Source: an optimization exercise on an open RTL-to-GDS flow (aim: small area). Production flows keep margins and buffers that such runs may drop.
The RTL was checked by simulation tests, not by an equivalence proof against the original design.
No activity file was given, so power comes from the tool's default toggle rates.

==> flow/design.v (excerpt) <==
module gpr_file_mp #(
   parameter int XLEN  = gpr_file_mp_pkg::GPR_XLEN,
   parameter int NREGS = gpr_file_mp_pkg::GPR_NREGS,
   parameter int NRP   = 2,
   parameter int AW    = $clog2(NREGS)
)(
   input  logic                clk,
   input  logic                rst,
   input  logic [NRP*AW-1:0]   raddr_i,
   output logic [NRP*XLEN-1:0] rdata_o,
   output logic [NRP-1:0]      busy_o,
   input  logic                we_i,
   input  logic [AW-1:0]       waddr_i,
   input  logic [XLEN-1:0]     wdata_i,
   input  logic                issue_i,
   input  logic [AW-1:0]       issue_rd_i,
   input  logic                dbg_req_i,
   input  logic                dbg_we_i,
   input  logic [AW-1:0]       dbg_addr_i,
   input  logic [XLEN-1:0]     dbg_wdata_i,
   output logic                dbg_ack_o,
   output logic [XLEN-1:0]     dbg_rdata_o
);
Size: ~3000 cells after synthesis, roughly 1100 flip-flops, ~0.047 mm^2 of cells after synthesis.
==> flow/config.mk <==
export PLATFORM = sky130hd
export DESIGN_NAME = gpr_file_mp
export DESIGN_NICKNAME = gpr_file_mp
export VERILOG_FILES = /design/flow/design.v
export SDC_FILE = /design/flow/constraint.sdc
export NUM_CORES = 4
export LEC_CHECK = 0
export CAP_MARGIN = 10
export CORE_MARGIN = 2
export CORE_UTILIZATION = 50
export PLACE_DENSITY = 0.7
export SETUP_SLACK_MARGIN = 0.2
export SLEW_MARGIN = 10
export SYNTH_HIERARCHICAL = 1
==> flow/constraint.sdc <==
create_clock -name core_clock -period 6.0 [get_ports {clk}]
set_input_delay 1.2000 -clock core_clock [delete_from_list [all_inputs] [get_ports {clk}]]
set_output_delay 1.2000 -clock core_clock [all_outputs]
set_load 0.01 [all_outputs]
standard.sh (not shown) runs the stock make flow with config.mk's settings and CLKGATE_MAP_FILE= SYNTH_SCRIPT=/design/flow/synth_recipe.tcl, a recipe that flattens the netlist after the stock synthesis.
==> flow/flow/run.sh <==
#!/bin/bash
# Standard ORFS layout with two changes:
#  - port buffers are sky130_fd_sc_hd__buf_1 instead of the delay cell buffer_ports picks;
#  - CTS uses clkbuf_16 with larger sink clusters and no dummy loads.
# Every ORFS step keeps its own log under orfs/logs; make's output goes to standard.log.
set -euo pipefail
export BUFFER_PORTS_ARGS="-buffer_cell sky130_fd_sc_hd__buf_1"
export CTS_ARGS="-sink_clustering_enable -repair_clock_nets -dont_use_dummy_load -sink_clustering_size 30 -sink_clustering_max_diameter 60 -buf_list sky130_fd_sc_hd__clkbuf_16"
bash standard.sh > standard.log 2>&1
==> next run, changes <==
Settings changed: CAP_MARGIN 10 to 20, CORE_UTILIZATION 50 to 35, PLACE_DENSITY 0.7 to 0.6, SLEW_MARGIN 10 to 20.
Cell area went up by 3.1%.
Setup slack gets worse by 0.086 ns.
Power goes up by 1.3%.
Via count decreases by 2.1%.
Die area is higher by 42%.
Final cell count climbs by 13%.
==> next run, changes <==
==> flow/run.sh (new file) <==
#!/bin/bash
# synth_recipe.tcl (not shown) runs the flow's synth.tcl, then flattens the netlist and writes it again
# the make line also repeats each setting of config.mk as NAME=value (left out here)
make -C /OpenROAD-flow-scripts/flow DESIGN_CONFIG=/design/flow/config.mk WORK_HOME=/design/flow/orfs CLKGATE_MAP_FILE= SYNTH_SCRIPT=/design/flow/synth_recipe.tcl finish
Settings changed: CORE_UTILIZATION 35 to 40, CTS_BUF_LIST from default to sky130_fd_sc_hd__clkbuf_4 sky130_fd_sc_hd__clkbuf_8, SETUP_SLACK_MARGIN 0.2 to 0.3.
removed: flow/flow/run.sh
removed: flow/standard.sh
Routed wire length barely changes.
Register-to-register slack barely changes.
Core utilization is higher by 8.0 points.
==> next run, changes <==
==> flow/flow/run.sh (new file) <==
#!/bin/bash
# Standard ORFS layout with two changes:
#  - port buffers are sky130_fd_sc_hd__buf_1 instead of the delay cell buffer_ports picks;
#  - CTS uses clkbuf_16 with larger sink clusters and no dummy loads.
# Every ORFS step keeps its own log under orfs/logs; make's output goes to standard.log.
set -euo pipefail
export BUFFER_PORTS_ARGS="-buffer_cell sky130_fd_sc_hd__buf_1"
export CTS_ARGS="-sink_clustering_enable -repair_clock_nets -dont_use_dummy_load -sink_clustering_size 24 -sink_clustering_max_diameter 50 -buf_list sky130_fd_sc_hd__clkbuf_16"
bash standard.sh > standard.log 2>&1
==> flow/standard.sh (new file) <==
#!/bin/bash
# synth_recipe.tcl (not shown) runs the flow's synth.tcl, then flattens the netlist and writes it again
# the make line also repeats each setting of config.mk as NAME=value (left out here)
make -C /OpenROAD-flow-scripts/flow DESIGN_CONFIG=/design/flow/config.mk WORK_HOME=/design/flow/orfs CLKGATE_MAP_FILE= SYNTH_SCRIPT=/design/flow/synth_recipe.tcl "${@:-finish}"
Settings changed: CAP_MARGIN 20 to 10, CORE_UTILIZATION 40 to 35, CTS_BUF_LIST sky130_fd_sc_hd__clkbuf_4 sky130_fd_sc_hd__clkbuf_8 to default, SETUP_SLACK_MARGIN 0.3 to 0.2, SLEW_MARGIN 20 to 10.
removed: flow/run.sh
Outcome: Power fell by 5.1%; clock power fell by 12%; fmax rose by 5.7%; clock-buffer cell count fell by 128; worst setup slack gets better by 0.31 ns; sequential share of layout area rose by 2.2 points; die area rose by 14%.

==> port drivers added, routing unchanged <==
In the flow no input, the clock included, has a driving cell. The finished layouts below were timed again as built, in two steps.
Step 1: set_driving_cell puts a clkbuf_16 on clk and a buf_2 on each other input, an assumption about the parent block.
Step 2 adds t to the input delays and takes it off the output delays; t is the mean of the earliest and latest rising clock arrival at the registers after step 1. Input paths then give back, and output paths get back, about the clock's delay inside the block.
Slacks: ideal ports / drivers / drivers and shift; pairs: ideal ports / drivers.
run	t, ns	slack for setup (ns)	worst setup path after step 2	latest minus earliest clock arrival (ns)	slew at the worst register clock pin (ns)
the first run	0.713	0.603 / 0.572 / 0.572	input to output	0.101 / 0.101	0.10 / 0.10
the second run	0.726	0.517 / 0.427 / 0.427	input to output	0.098 / 0.099	0.10 / 0.10
the third run	0.946	0.241 / 0.208 / 0.208	input to output	0.056 / 0.056	0.07 / 0.07
the fourth run	0.786	0.551 / 0.436 / 0.436	input to output	0.086 / 0.086	0.08 / 0.08
After both steps every run listed still meets setup and hold. For the fourth run, which loses most, drivers alone change the setup slack by -0.115 ns; drivers and shift together by -0.115 ns.
